This design comes from an exercise in tuning for small area on the open sky130 flow, not from production work. The RTL was checked by simulation tests, not by an equivalence proof against the original design. Power figures rest on the tool's default switching activity, not on a simulated workload.

==> inputs of 03-19 <==
==> flow/design.v <==
`default_nettype none
package yolo_pkg;
    localparam int GRID_COLS = 15;
    localparam int GRID_ROWS = 10;
    localparam int WIN_COL_LO = 1;
    localparam int WIN_COL_HI = 12;
    localparam int WIN_ROW_LO = 1;
    localparam int WIN_ROW_HI = 7;
    localparam int KEEP_N = 5;
    localparam int CONF_LSB = 32;
    localparam int RESULT_WORDS = 2 * KEEP_N;
    typedef logic [63:0] beat_t;
    typedef logic [7:0]  conf_t;
    typedef logic [31:0] box_t;
    typedef logic [3:0]  col_t;
    typedef logic [3:0]  row_t;
    typedef logic [31:0] word_t;
    typedef logic [3:0]  rd_addr_t;
    typedef enum logic [1:0] {
        SCAN_IDLE,
        SCAN_RUN,
        SCAN_DONE
    } scan_state_t;
endpackage
`default_nettype wire
`timescale 1ns/1ns
`default_nettype none
module grid_scanner (
    input  logic           clk,
    input  logic           e203_rst_n,
    input  logic           i_start,
    input  logic           i_clr,
    input  logic           i_valid,
    output logic           o_ready,
    output logic           o_done,
    output logic           o_beat_fire,
    output logic           o_in_window,
    output yolo_pkg::col_t o_col,
    output logic [2:0]     o_row,
    output logic           o_frame_open
);
    logic           run_q;
    logic           done_q;
    yolo_pkg::col_t col_q;
    yolo_pkg::row_t row_q;
    logic           col_wrap;
    logic           row_last;
    logic           frame_last;
    assign o_ready      = run_q;
    assign o_done       = done_q;
    assign o_frame_open = !run_q && !done_q && i_start;
    assign o_beat_fire  = i_valid && run_q;
    assign col_wrap   = (col_q == yolo_pkg::col_t'(yolo_pkg::GRID_COLS - 1));
    assign row_last   = (row_q == yolo_pkg::row_t'(yolo_pkg::GRID_ROWS - 1));
    assign frame_last = o_beat_fire && col_wrap && row_last;
    assign o_in_window = (col_q >= yolo_pkg::col_t'(yolo_pkg::WIN_COL_LO)) && (col_q <= yolo_pkg::col_t'(yolo_pkg::WIN_COL_HI)) &&
                         (row_q >= yolo_pkg::row_t'(yolo_pkg::WIN_ROW_LO)) && (row_q <= yolo_pkg::row_t'(yolo_pkg::WIN_ROW_HI));
    assign o_col = col_q;
    assign o_row = row_q[2:0];
    always_ff @(posedge clk or negedge e203_rst_n) begin
        if (!e203_rst_n) begin
            run_q  <= 1'b0;
            done_q <= 1'b0;
        end else begin
            run_q  <= o_frame_open || (run_q && !frame_last);
            done_q <= frame_last || (done_q && !i_clr);
        end
    end
    always_ff @(posedge clk or negedge e203_rst_n) begin
        if (!e203_rst_n) begin
            col_q <= '0;
            row_q <= '0;
        end else if (o_beat_fire) begin
            if (col_wrap) begin
                col_q <= '0;
                row_q <= row_last ? yolo_pkg::row_t'(0) : row_q + yolo_pkg::row_t'(1);
            end else begin
                col_q <= col_q + yolo_pkg::col_t'(1);
            end
        end
    end
endmodule
`default_nettype wire
`timescale 1ns/1ns
`default_nettype none
module top5_sorter (
    input  logic            clk,
    input  logic            e203_rst_n,
    input  logic            i_frame_open,
    input  logic            i_beat_fire,
    input  logic            i_in_window,
    input  yolo_pkg::beat_t i_beat,
    input  yolo_pkg::col_t  i_col,
    input  logic [2:0]      i_row,
    output yolo_pkg::conf_t [yolo_pkg::KEEP_N-1:0] o_conf,
    output yolo_pkg::box_t  [yolo_pkg::KEEP_N-1:0] o_box,
    output yolo_pkg::col_t  [yolo_pkg::KEEP_N-1:0] o_col,
    output logic [yolo_pkg::KEEP_N-1:0][2:0]       o_row,
    output logic [yolo_pkg::KEEP_N-1:0]            o_valid,
    output logic [yolo_pkg::KEEP_N-1:0][yolo_pkg::KEEP_N-1:0] o_above
);
    localparam int N = yolo_pkg::KEEP_N;
    yolo_pkg::conf_t cur_conf;
    logic            take;
    yolo_pkg::conf_t [N-1:0] conf_q;
    yolo_pkg::box_t  [N-1:0] box_q;
    yolo_pkg::col_t  [N-1:0] col_q;
    logic [N-1:0][2:0]       row_q;
    logic [N-1:0]            valid_q;
    logic [N-1:0][N-1:0]     ab_q;
    logic [N-1:0][N-1:0]     above;
    logic [N-1:0]            gt;
    logic [N-1:0]            evict;
    logic [N-1:0]            load;
    function automatic logic conf_gt(input yolo_pkg::conf_t a, input yolo_pkg::conf_t b);
        logic g;
        g = 1'b0;
        for (int i = 0; i < 8; i++) begin
            g = (a[i] & ~b[i]) | ((a[i] | ~b[i]) & g);
        end
        conf_gt = g;
    endfunction
    assign cur_conf = i_beat[yolo_pkg::CONF_LSB +: 8];
    assign take     = i_beat_fire && i_in_window;
    always_comb begin
        for (int t = 0; t < N; t++) begin
            for (int s = 0; s < N; s++) begin
                if (t < s)      above[t][s] = ab_q[t][s];
                else if (t > s) above[t][s] = !ab_q[s][t];
                else            above[t][s] = 1'b0;
            end
        end
    end
    always_comb begin
        for (int s = 0; s < N; s++) begin
            gt[s] = !valid_q[s] || conf_gt(cur_conf, conf_q[s]);
        end
    end
    always_comb begin
        for (int s = 0; s < N; s++) begin
            if (!valid_q[N-1]) begin
                evict[s] = !valid_q[s] && ((s == 0) || valid_q[(s == 0) ? 0 : s-1]);
            end else begin
                evict[s] = 1'b1;
                for (int t = 0; t < N; t++) begin
                    if (t != s && !above[t][s]) evict[s] = 1'b0;
                end
            end
            load[s] = take && evict[s] && gt[s] && (cur_conf != 8'h00);
        end
    end
    always_ff @(posedge clk) begin
        for (int s = 0; s < N; s++) begin
            if (load[s]) begin
                conf_q[s] <= cur_conf;
                box_q[s]  <= i_beat[31:0];
                col_q[s]  <= i_col;
                row_q[s]  <= i_row;
            end
        end
    end
    always_ff @(posedge clk) begin
        for (int i = 0; i < N; i++) begin
            for (int j = i + 1; j < N; j++) begin
                if (load[j])      ab_q[i][j] <= !gt[i];
                else if (load[i]) ab_q[i][j] <= gt[j];
            end
        end
    end
    always_ff @(posedge clk or negedge e203_rst_n) begin
        if (!e203_rst_n) begin
            valid_q <= '0;
        end else if (i_frame_open) begin
            valid_q <= '0;
        end else begin
            valid_q <= valid_q | load;
        end
    end
    assign o_conf  = conf_q;
    assign o_box   = box_q;
    assign o_col   = col_q;
    assign o_row   = row_q;
    assign o_valid = valid_q;
    assign o_above = above;
endmodule
`default_nettype wire
`timescale 1ns/1ns
`default_nettype none
module result_store (
    input  logic               clk,
    input  logic               e203_rst_n,
    input  yolo_pkg::conf_t [yolo_pkg::KEEP_N-1:0] i_conf,
    input  yolo_pkg::box_t  [yolo_pkg::KEEP_N-1:0] i_box,
    input  yolo_pkg::col_t  [yolo_pkg::KEEP_N-1:0] i_col,
    input  logic [yolo_pkg::KEEP_N-1:0][2:0]       i_row,
    input  logic [yolo_pkg::KEEP_N-1:0]            i_valid,
    input  logic [yolo_pkg::KEEP_N-1:0][yolo_pkg::KEEP_N-1:0] i_above,
    input  yolo_pkg::rd_addr_t i_rd_addr,
    output yolo_pkg::word_t    o_rd_data
);
    localparam int N = yolo_pkg::KEEP_N;
    logic [N-1:0]       hit;
    logic [N-1:0]       hit_box;
    logic [N-1:0]       hit_info;
    logic [N-1:0]       sel_box_q;
    logic [N-1:0]       sel_info_q;
    logic [3:0]         up;
    logic [4:0]         cnt;
    logic [4:0]         want;
    always_ff @(posedge clk or negedge e203_rst_n) begin
        if (!e203_rst_n) begin
            sel_box_q  <= '0;
            sel_info_q <= '0;
        end else begin
            sel_box_q  <= hit_box;
            sel_info_q <= hit_info;
        end
    end
    always_comb begin
        want = '0;
        case (i_rd_addr[3:1])
            3'd0: want = 5'b00001;
            3'd1: want = 5'b00010;
            3'd2: want = 5'b00100;
            3'd3: want = 5'b01000;
            3'd4: want = 5'b10000;
            default: want = 5'b00000;
        endcase
        for (int s = 0; s < N; s++) begin
            up = '0;
            for (int t = 0; t < N; t++) begin
                if (t < s) up[t] = i_above[t][s];
                if (t > s) up[t-1] = i_above[t][s];
            end
            cnt[0] = ~(up[0] | up[1] | up[2] | up[3]);
            cnt[4] = up[0] & up[1] & up[2] & up[3];
            cnt[1] = (up == 4'b0001) | (up == 4'b0010) | (up == 4'b0100) | (up == 4'b1000);
            cnt[3] = (up == 4'b1110) | (up == 4'b1101) | (up == 4'b1011) | (up == 4'b0111);
            cnt[2] = ~(cnt[0] | cnt[1] | cnt[3] | cnt[4]);
            hit[s]      = i_valid[s] && ((cnt & want) != 5'b00000);
            hit_box[s]  = hit[s] && !i_rd_addr[0];
            hit_info[s] = hit[s] && i_rd_addr[0];
        end
    end
    always_comb begin
        o_rd_data = '0;
        for (int s = 0; s < N; s++) begin
            o_rd_data = o_rd_data | ({32{sel_box_q[s]}} & i_box[s])
                                  | ({32{sel_info_q[s]}} & {i_conf[s], i_col[s], 1'b0, i_row[s], 16'h0000});
        end
    end
endmodule
`default_nettype wire
`timescale 1ns/1ns
`default_nettype none
module yolo_layer_top (
    input  logic               clk,
    input  logic               e203_rst_n,
    input  logic               i_start,
    input  logic               i_clr,
    input  logic               i_valid,
    input  yolo_pkg::beat_t    i_beat,
    input  yolo_pkg::rd_addr_t i_rd_addr,
    output logic               o_ready,
    output yolo_pkg::word_t    o_rd_data,
    output logic               o_done
);
    wire       beat_fire;
    wire       in_window;
    wire yolo_pkg::col_t cur_col;
    wire [2:0] cur_row;
    wire       frame_open;
    wire yolo_pkg::conf_t [yolo_pkg::KEEP_N-1:0] rank_conf;
    wire yolo_pkg::box_t  [yolo_pkg::KEEP_N-1:0] rank_box;
    wire yolo_pkg::col_t  [yolo_pkg::KEEP_N-1:0] rank_col;
    wire [yolo_pkg::KEEP_N-1:0][2:0]             rank_row;
    wire [yolo_pkg::KEEP_N-1:0]                  rank_valid;
    wire [yolo_pkg::KEEP_N-1:0][yolo_pkg::KEEP_N-1:0] rank_above;
    grid_scanner u_grid_scanner (
        .clk          (clk),
        .e203_rst_n   (e203_rst_n),
        .i_start      (i_start),
        .i_clr        (i_clr),
        .i_valid      (i_valid),
        .o_ready      (o_ready),
        .o_done       (o_done),
        .o_beat_fire  (beat_fire),
        .o_in_window  (in_window),
        .o_col        (cur_col),
        .o_row        (cur_row),
        .o_frame_open (frame_open)
    );
    top5_sorter u_top5_sorter (
        .clk          (clk),
        .e203_rst_n   (e203_rst_n),
        .i_frame_open (frame_open),
        .i_beat_fire  (beat_fire),
        .i_in_window  (in_window),
        .i_beat       (i_beat),
        .i_col        (cur_col),
        .i_row        (cur_row),
        .o_conf       (rank_conf),
        .o_box        (rank_box),
        .o_col        (rank_col),
        .o_row        (rank_row),
        .o_valid      (rank_valid),
        .o_above      (rank_above)
    );
    result_store u_result_store (
        .clk          (clk),
        .e203_rst_n   (e203_rst_n),
        .i_conf       (rank_conf),
        .i_box        (rank_box),
        .i_col        (rank_col),
        .i_row        (rank_row),
        .i_valid      (rank_valid),
        .i_above      (rank_above),
        .i_rd_addr    (i_rd_addr),
        .o_rd_data    (o_rd_data)
    );
endmodule
`default_nettype wire
==> flow/run.sh <==
#!/bin/bash
# synth_recipe.tcl (not shown) runs the flow's synth.tcl, then flattens the netlist and writes it again
# the make line also repeats each setting of config.mk as NAME=value (left out here)
make -C /OpenROAD-flow-scripts/flow DESIGN_CONFIG=/design/flow/config.mk WORK_HOME=/design/flow/orfs CLKGATE_MAP_FILE= SYNTH_SCRIPT=/design/flow/synth_recipe.tcl finish
==> flow/config.mk <==
export PLATFORM = sky130hd
export DESIGN_NAME = yolo_layer_top
export DESIGN_NICKNAME = yolo_layer_top
export VERILOG_FILES = /design/flow/design.v
export SDC_FILE = /design/flow/constraint.sdc
export NUM_CORES = 4
export LEC_CHECK = 0
export CAP_MARGIN = 20
export CORE_MARGIN = 2
export CORE_UTILIZATION = 40
export CTS_BUF_LIST = sky130_fd_sc_hd__clkbuf_4
export SLEW_MARGIN = 20
==> flow/constraint.sdc <==
create_clock -name core_clock -period 5.0 [get_ports {clk}]
set_input_delay 1.0000 -clock core_clock [delete_from_list [all_inputs] [get_ports {clk}]]
set_output_delay 1.0000 -clock core_clock [all_outputs]
set_load 0.01 [all_outputs]
==> 07-26 (differences from 03-19) <==
==> flow/design.v, changed modules only <==
module top5_sorter (
    input  logic            clk,
    input  logic            e203_rst_n,
    input  logic            i_frame_open,
    input  logic            i_beat_fire,
    input  logic            i_in_window,
    input  yolo_pkg::beat_t i_beat,
    input  yolo_pkg::col_t  i_col,
    input  logic [2:0]      i_row,
    output yolo_pkg::conf_t [yolo_pkg::KEEP_N-1:0] o_conf,
    output yolo_pkg::box_t  [yolo_pkg::KEEP_N-1:0] o_box,
    output yolo_pkg::col_t  [yolo_pkg::KEEP_N-1:0] o_col,
    output logic [yolo_pkg::KEEP_N-1:0][2:0]       o_row,
    output logic [yolo_pkg::KEEP_N-1:0]            o_valid,
    output logic [yolo_pkg::KEEP_N-1:0][2:0]       o_rank
);
    localparam int N = yolo_pkg::KEEP_N;
    yolo_pkg::conf_t cur_conf;
    logic            take;
    yolo_pkg::conf_t [N-1:0] conf_q;
    yolo_pkg::box_t  [N-1:0] box_q;
    yolo_pkg::col_t  [N-1:0] col_q;
    logic [N-1:0][2:0]       row_q;
    logic [N-1:0]            valid_q;
    logic [N-1:0][2:0]       rank_q;
    logic [N-1:0]            gt;
    logic [N-1:0]            evict;
    logic [N-1:0]            load;
    logic                    ins;
    logic [2:0]              pos;
    function automatic logic conf_gt(input yolo_pkg::conf_t a, input yolo_pkg::conf_t b);
        logic g;
        g = 1'b0;
        for (int i = 0; i < 8; i++) begin
            g = (a[i] & ~b[i]) | ((a[i] | ~b[i]) & g);
        end
        conf_gt = g;
    endfunction
    assign cur_conf = i_beat[yolo_pkg::CONF_LSB +: 8];
    assign take     = i_beat_fire && i_in_window;
    always_comb begin
        for (int s = 0; s < N; s++) begin
            gt[s] = !valid_q[s] || conf_gt(cur_conf, conf_q[s]);
        end
    end
    always_comb begin
        for (int s = 0; s < N; s++) begin
            evict[s] = rank_q[s][2];
            load[s]  = take && evict[s] && gt[s] && (cur_conf != 8'h00);
        end
        ins = |load;
    end
    always_comb begin
        pos = 3'd0;
        for (int s = 0; s < N; s++) begin
            pos = pos + {2'b00, !gt[s]};
        end
    end
    always_ff @(posedge clk) begin
        for (int s = 0; s < N; s++) begin
            if (load[s]) begin
                conf_q[s] <= cur_conf;
                box_q[s]  <= i_beat[31:0];
                col_q[s]  <= i_col;
                row_q[s]  <= i_row;
            end
        end
    end
    always_ff @(posedge clk) begin
        for (int s = 0; s < N; s++) begin
            if (i_frame_open) begin
                rank_q[s] <= 3'(s);
            end else if (load[s]) begin
                rank_q[s] <= pos;
            end else if (ins && gt[s]) begin
                rank_q[s] <= rank_q[s] + 3'd1;
            end
        end
    end
    always_ff @(posedge clk or negedge e203_rst_n) begin
        if (!e203_rst_n) begin
            valid_q <= '0;
        end else if (i_frame_open) begin
            valid_q <= '0;
        end else begin
            valid_q <= valid_q | load;
        end
    end
    assign o_conf  = conf_q;
    assign o_box   = box_q;
    assign o_col   = col_q;
    assign o_row   = row_q;
    assign o_valid = valid_q;
    assign o_rank  = rank_q;
endmodule
module result_store (
    input  logic               clk,
    input  logic               e203_rst_n,
    input  yolo_pkg::conf_t [yolo_pkg::KEEP_N-1:0] i_conf,
    input  yolo_pkg::box_t  [yolo_pkg::KEEP_N-1:0] i_box,
    input  yolo_pkg::col_t  [yolo_pkg::KEEP_N-1:0] i_col,
    input  logic [yolo_pkg::KEEP_N-1:0][2:0]       i_row,
    input  logic [yolo_pkg::KEEP_N-1:0]            i_valid,
    input  logic [yolo_pkg::KEEP_N-1:0][2:0]       i_rank,
    input  yolo_pkg::rd_addr_t i_rd_addr,
    output yolo_pkg::word_t    o_rd_data
);
    localparam int N = yolo_pkg::KEEP_N;
    logic [N-1:0]       hit;
    logic [N-1:0]       hit_box;
    logic [N-1:0]       hit_info;
    logic [N-1:0]       sel_box_q;
    logic [N-1:0]       sel_info_q;
    always_ff @(posedge clk or negedge e203_rst_n) begin
        if (!e203_rst_n) begin
            sel_box_q  <= '0;
            sel_info_q <= '0;
        end else begin
            sel_box_q  <= hit_box;
            sel_info_q <= hit_info;
        end
    end
    always_comb begin
        for (int s = 0; s < N; s++) begin
            hit[s]      = i_valid[s] && (i_rank[s] == i_rd_addr[3:1]);
            hit_box[s]  = hit[s] && !i_rd_addr[0];
            hit_info[s] = hit[s] && i_rd_addr[0];
        end
    end
    always_comb begin
        o_rd_data = '0;
        for (int s = 0; s < N; s++) begin
            o_rd_data = o_rd_data | ({32{sel_box_q[s]}} & i_box[s])
                                  | ({32{sel_info_q[s]}} & {i_conf[s], i_col[s], 1'b0, i_row[s], 16'h0000});
        end
    end
endmodule
module yolo_layer_top (
    input  logic               clk,
    input  logic               e203_rst_n,
    input  logic               i_start,
    input  logic               i_clr,
    input  logic               i_valid,
    input  yolo_pkg::beat_t    i_beat,
    input  yolo_pkg::rd_addr_t i_rd_addr,
    output logic               o_ready,
    output yolo_pkg::word_t    o_rd_data,
    output logic               o_done
);
    wire       beat_fire;
    wire       in_window;
    wire yolo_pkg::col_t cur_col;
    wire [2:0] cur_row;
    wire       frame_open;
    wire yolo_pkg::conf_t [yolo_pkg::KEEP_N-1:0] rank_conf;
    wire yolo_pkg::box_t  [yolo_pkg::KEEP_N-1:0] rank_box;
    wire yolo_pkg::col_t  [yolo_pkg::KEEP_N-1:0] rank_col;
    wire [yolo_pkg::KEEP_N-1:0][2:0]             rank_row;
    wire [yolo_pkg::KEEP_N-1:0]                  rank_valid;
    wire [yolo_pkg::KEEP_N-1:0][2:0]             rank_pos;
    grid_scanner u_grid_scanner (
        .clk          (clk),
        .e203_rst_n   (e203_rst_n),
        .i_start      (i_start),
        .i_clr        (i_clr),
        .i_valid      (i_valid),
        .o_ready      (o_ready),
        .o_done       (o_done),
        .o_beat_fire  (beat_fire),
        .o_in_window  (in_window),
        .o_col        (cur_col),
        .o_row        (cur_row),
        .o_frame_open (frame_open)
    );
    top5_sorter u_top5_sorter (
        .clk          (clk),
        .e203_rst_n   (e203_rst_n),
        .i_frame_open (frame_open),
        .i_beat_fire  (beat_fire),
        .i_in_window  (in_window),
        .i_beat       (i_beat),
        .i_col        (cur_col),
        .i_row        (cur_row),
        .o_conf       (rank_conf),
        .o_box        (rank_box),
        .o_col        (rank_col),
        .o_row        (rank_row),
        .o_valid      (rank_valid),
        .o_rank       (rank_pos)
    );
    result_store u_result_store (
        .clk          (clk),
        .e203_rst_n   (e203_rst_n),
        .i_conf       (rank_conf),
        .i_box        (rank_box),
        .i_col        (rank_col),
        .i_row        (rank_row),
        .i_valid      (rank_valid),
        .i_rank       (rank_pos),
        .i_rd_addr    (i_rd_addr),
        .o_rd_data    (o_rd_data)
    );
endmodule
==> flow/flow/run.sh (new file) <==
#!/bin/bash
# The standard layout, with the smallest buffer on each input and output port,
# and non-critical gates downsized after global routing.
set -euo pipefail
bash standard.sh BUFFER_PORTS_ARGS="-buffer_cell sky130_fd_sc_hd__buf_1" RECOVER_POWER=100 finish > standard_make.log 2>&1
==> flow/standard.sh (new file) <==
#!/bin/bash
# synth_recipe.tcl (not shown) runs the flow's synth.tcl, then flattens the netlist and writes it again
# the make line also repeats each setting of config.mk as NAME=value (left out here)
make -C /OpenROAD-flow-scripts/flow DESIGN_CONFIG=/design/flow/config.mk WORK_HOME=/design/flow/orfs CLKGATE_MAP_FILE= SYNTH_SCRIPT=/design/flow/synth_recipe.tcl "${@:-finish}"
Settings changed: CTS_BUF_LIST sky130_fd_sc_hd__clkbuf_4 to unset, CTS_CLUSTER_DIAMETER set to 100, CTS_CLUSTER_SIZE set to 30.
removed: flow/run.sh
==> 02-25 (differences from 03-19) <==
==> flow/design.v, changed modules only <==
module top5_sorter (
    input  logic            clk,
    input  logic            e203_rst_n,
    input  logic            i_frame_open,
    input  logic            i_beat_fire,
    input  logic            i_in_window,
    input  yolo_pkg::beat_t i_beat,
    input  yolo_pkg::col_t  i_col,
    input  logic [2:0]      i_row,
    output yolo_pkg::conf_t [yolo_pkg::KEEP_N-1:0] o_conf,
    output yolo_pkg::box_t  [yolo_pkg::KEEP_N-1:0] o_box,
    output yolo_pkg::col_t  [yolo_pkg::KEEP_N-1:0] o_col,
    output logic [yolo_pkg::KEEP_N-1:0][2:0]       o_row,
    output logic [yolo_pkg::KEEP_N-1:0]            o_valid,
    output logic [yolo_pkg::KEEP_N-1:0][2:0]       o_rank
);
    localparam int N = yolo_pkg::KEEP_N;
    yolo_pkg::conf_t cur_conf;
    logic            take;
    yolo_pkg::conf_t [N-1:0] conf_q;
    yolo_pkg::box_t  [N-1:0] box_q;
    yolo_pkg::col_t  [N-1:0] col_q;
    logic [N-1:0][2:0]       row_q;
    logic [N-1:0]            valid_q;
    logic [N-1:0][2:0]       rank_q;
    logic [N-1:0]            gt;
    logic [N-1:0]            evict;
    logic [N-1:0]            load;
    logic                    ins;
    logic [2:0]              pos;
    function automatic logic conf_gt(input yolo_pkg::conf_t a, input yolo_pkg::conf_t b);
        logic g;
        g = 1'b0;
        for (int i = 0; i < 8; i++) begin
            g = (a[i] & ~b[i]) | ((a[i] | ~b[i]) & g);
        end
        conf_gt = g;
    endfunction
    assign cur_conf = i_beat[yolo_pkg::CONF_LSB +: 8];
    assign take     = i_beat_fire && i_in_window;
    always_comb begin
        for (int s = 0; s < N; s++) begin
            gt[s] = !valid_q[s] || conf_gt(cur_conf, conf_q[s]);
        end
    end
    always_comb begin
        for (int s = 0; s < N; s++) begin
            if (!valid_q[N-1]) begin
                evict[s] = !valid_q[s] && ((s == 0) || valid_q[(s == 0) ? 0 : s-1]);
            end else begin
                evict[s] = rank_q[s][2];
            end
            load[s] = take && evict[s] && gt[s] && (cur_conf != 8'h00);
        end
        ins = |load;
    end
    always_comb begin
        pos = 3'd0;
        for (int s = 0; s < N; s++) begin
            pos = pos + {2'b00, !gt[s]};
        end
    end
    always_ff @(posedge clk) begin
        for (int s = 0; s < N; s++) begin
            if (load[s]) begin
                conf_q[s] <= cur_conf;
                box_q[s]  <= i_beat[31:0];
                col_q[s]  <= i_col;
                row_q[s]  <= i_row;
            end
        end
    end
    always_ff @(posedge clk) begin
        for (int s = 0; s < N; s++) begin
            if (load[s]) begin
                rank_q[s] <= pos;
            end else if (ins && gt[s]) begin
                rank_q[s] <= rank_q[s] + 3'd1;
            end
        end
    end
    always_ff @(posedge clk or negedge e203_rst_n) begin
        if (!e203_rst_n) begin
            valid_q <= '0;
        end else if (i_frame_open) begin
            valid_q <= '0;
        end else begin
            valid_q <= valid_q | load;
        end
    end
    assign o_conf  = conf_q;
    assign o_box   = box_q;
    assign o_col   = col_q;
    assign o_row   = row_q;
    assign o_valid = valid_q;
    assign o_rank  = rank_q;
endmodule
module result_store (
    input  logic               clk,
    input  logic               e203_rst_n,
    input  yolo_pkg::conf_t [yolo_pkg::KEEP_N-1:0] i_conf,
    input  yolo_pkg::box_t  [yolo_pkg::KEEP_N-1:0] i_box,
    input  yolo_pkg::col_t  [yolo_pkg::KEEP_N-1:0] i_col,
    input  logic [yolo_pkg::KEEP_N-1:0][2:0]       i_row,
    input  logic [yolo_pkg::KEEP_N-1:0]            i_valid,
    input  logic [yolo_pkg::KEEP_N-1:0][2:0]       i_rank,
    input  yolo_pkg::rd_addr_t i_rd_addr,
    output yolo_pkg::word_t    o_rd_data
);
    localparam int N = yolo_pkg::KEEP_N;
    logic [N-1:0]       hit;
    logic [N-1:0]       hit_box;
    logic [N-1:0]       hit_info;
    logic [N-1:0]       sel_box_q;
    logic [N-1:0]       sel_info_q;
    always_ff @(posedge clk or negedge e203_rst_n) begin
        if (!e203_rst_n) begin
            sel_box_q  <= '0;
            sel_info_q <= '0;
        end else begin
            sel_box_q  <= hit_box;
            sel_info_q <= hit_info;
        end
    end
    always_comb begin
        for (int s = 0; s < N; s++) begin
            hit[s]      = i_valid[s] && (i_rank[s] == i_rd_addr[3:1]);
            hit_box[s]  = hit[s] && !i_rd_addr[0];
            hit_info[s] = hit[s] && i_rd_addr[0];
        end
    end
    always_comb begin
        o_rd_data = '0;
        for (int s = 0; s < N; s++) begin
            o_rd_data = o_rd_data | ({32{sel_box_q[s]}} & i_box[s])
                                  | ({32{sel_info_q[s]}} & {i_conf[s], i_col[s], 1'b0, i_row[s], 16'h0000});
        end
    end
endmodule
module yolo_layer_top (
    input  logic               clk,
    input  logic               e203_rst_n,
    input  logic               i_start,
    input  logic               i_clr,
    input  logic               i_valid,
    input  yolo_pkg::beat_t    i_beat,
    input  yolo_pkg::rd_addr_t i_rd_addr,
    output logic               o_ready,
    output yolo_pkg::word_t    o_rd_data,
    output logic               o_done
);
    wire       beat_fire;
    wire       in_window;
    wire yolo_pkg::col_t cur_col;
    wire [2:0] cur_row;
    wire       frame_open;
    wire yolo_pkg::conf_t [yolo_pkg::KEEP_N-1:0] rank_conf;
    wire yolo_pkg::box_t  [yolo_pkg::KEEP_N-1:0] rank_box;
    wire yolo_pkg::col_t  [yolo_pkg::KEEP_N-1:0] rank_col;
    wire [yolo_pkg::KEEP_N-1:0][2:0]             rank_row;
    wire [yolo_pkg::KEEP_N-1:0]                  rank_valid;
    wire [yolo_pkg::KEEP_N-1:0][2:0]             rank_pos;
    grid_scanner u_grid_scanner (
        .clk          (clk),
        .e203_rst_n   (e203_rst_n),
        .i_start      (i_start),
        .i_clr        (i_clr),
        .i_valid      (i_valid),
        .o_ready      (o_ready),
        .o_done       (o_done),
        .o_beat_fire  (beat_fire),
        .o_in_window  (in_window),
        .o_col        (cur_col),
        .o_row        (cur_row),
        .o_frame_open (frame_open)
    );
    top5_sorter u_top5_sorter (
        .clk          (clk),
        .e203_rst_n   (e203_rst_n),
        .i_frame_open (frame_open),
        .i_beat_fire  (beat_fire),
        .i_in_window  (in_window),
        .i_beat       (i_beat),
        .i_col        (cur_col),
        .i_row        (cur_row),
        .o_conf       (rank_conf),
        .o_box        (rank_box),
        .o_col        (rank_col),
        .o_row        (rank_row),
        .o_valid      (rank_valid),
        .o_rank       (rank_pos)
    );
    result_store u_result_store (
        .clk          (clk),
        .e203_rst_n   (e203_rst_n),
        .i_conf       (rank_conf),
        .i_box        (rank_box),
        .i_col        (rank_col),
        .i_row        (rank_row),
        .i_valid      (rank_valid),
        .i_rank       (rank_pos),
        .i_rd_addr    (i_rd_addr),
        .o_rd_data    (o_rd_data)
    );
endmodule
==> flow/flow/run.sh (new file) <==
#!/bin/bash
# The standard layout, with the smallest buffer on each input and output port,
# and non-critical gates downsized after global routing.
set -euo pipefail
bash standard.sh BUFFER_PORTS_ARGS="-buffer_cell sky130_fd_sc_hd__buf_1" RECOVER_POWER=100 finish > standard_make.log 2>&1
==> flow/standard.sh (new file) <==
#!/bin/bash
# synth_recipe.tcl (not shown) runs the flow's synth.tcl, then flattens the netlist and writes it again
# the make line also repeats each setting of config.mk as NAME=value (left out here)
make -C /OpenROAD-flow-scripts/flow DESIGN_CONFIG=/design/flow/config.mk WORK_HOME=/design/flow/orfs CLKGATE_MAP_FILE= SYNTH_SCRIPT=/design/flow/synth_recipe.tcl "${@:-finish}"
Settings changed: CTS_BUF_LIST sky130_fd_sc_hd__clkbuf_4 to unset, CTS_CLUSTER_DIAMETER set to 100, CTS_CLUSTER_SIZE set to 30, GPL_TIMING_DRIVEN set to 0.
removed: flow/run.sh
==> notes.md <==
| item | 02-25 | 03-19 | 07-26 |
|---|---|---|---|
| Result of the run | complete, but fails checks | no timing/DRC/antenna violations | complete, but fails checks |
| Violated checks | max-capacitance violations, max-slew violations | - | max-capacitance violations, max-slew violations |
| Count of buffering cells on the critical path with inverters included | 3 | 2 | 4 |
| Met1 routed wirelength after detailed routing | 11680 um | 12090 um | 12090 um |
| Setup crit start | i_beat[33] | u_result_store.sel_box_q[2] | i_beat[36] |
| Worst hold slack across all endpoints | 0.5638 ns | 0.5578 ns | 0.5097 ns |
| Startpoint kind of the worst setup timing path | primary input | register | primary input |
| Total stage count of the critical path | 8 | 4 | 9 |
| Slowest stage delay, CP | 0.91 ns | 0.98 ns | 1.23 ns |
| Layout Utilization | 45.16% | 48.39% | 44.76% |
| Proportion of layout cells with a drive suffix above 1 | 4.981% | 17.57% | 4.709% |
| Power density cells | 555.3 nW/um^2 | 475.7 nW/um^2 | 424.8 nW/um^2 |
| Worst-path maximum fanout | 47 | 17 | 47 |
| Routed length on met2 | 12760 um | 12990 um | 11810 um |
| Total Power | 6758 uW | 6378 uW | 5110 uW |
| Met2 track demand over resource | 30.88% | 29.95% | 28.57% |
| Total of clock buffers placed in the layout | 20 | 102 | 15 |
| Cell chosen for the clock root | sky130_fd_sc_hd__clkbuf_16 | sky130_fd_sc_hd__clkbuf_4 | sky130_fd_sc_hd__clkbuf_16 |
| Net count reported at finish | 878 | 962 | 887 |
| Portion of the layout cell area used by clock cells | 3.382% | 6.832% | 3.172% |
| Setup WS pre-CTS | 0.2851 ns | 1.020 ns | 0.3465 ns |
| Share of synthesized registers carrying an async set or reset | 9.091% | 9.259% | 9.091% |
| Final Critical Period | 4.397 ns | 3.917 ns | 4.357 ns |
| Post-Syn Nets | 780 | 834 | 795 |
| Non-clock inverter instance count of the final layout | 27 | 24 | 29 |
| Clock network latency to the later pin of the worst-skew pair | 0.50 ns | 0.71 ns | 0.50 ns |

[re-timing with driven ports]
The results above use ideal ports. As a check the final layouts listed here were re-extracted and re-timed, cells and wires unchanged.
Step 1 sets driving cells, clkbuf_16 on the clock port and buf_2 on the other inputs (assumed; they add their load-dependent delay and slew).
Step 2 also shifts input and output timing later by t, the mid clock arrival at the registers, as if the neighbouring blocks saw the same clock.
a / b / c = no drivers / after step 1 / after step 2; a / b = the first two.
run	t, ns	slack for setup (ns)	cell pins on the clock port's net
03-19	0.713	1.083 / 1.045 / 0.988	1
07-26	0.524	0.643 / 0.657 / 0.132	1
02-25	0.538	0.603 / 0.623 / 0.086	1
The setup slack of 02-25, which loses most, moves by +0.020 ns with the drivers and by -0.517 ns with both steps.
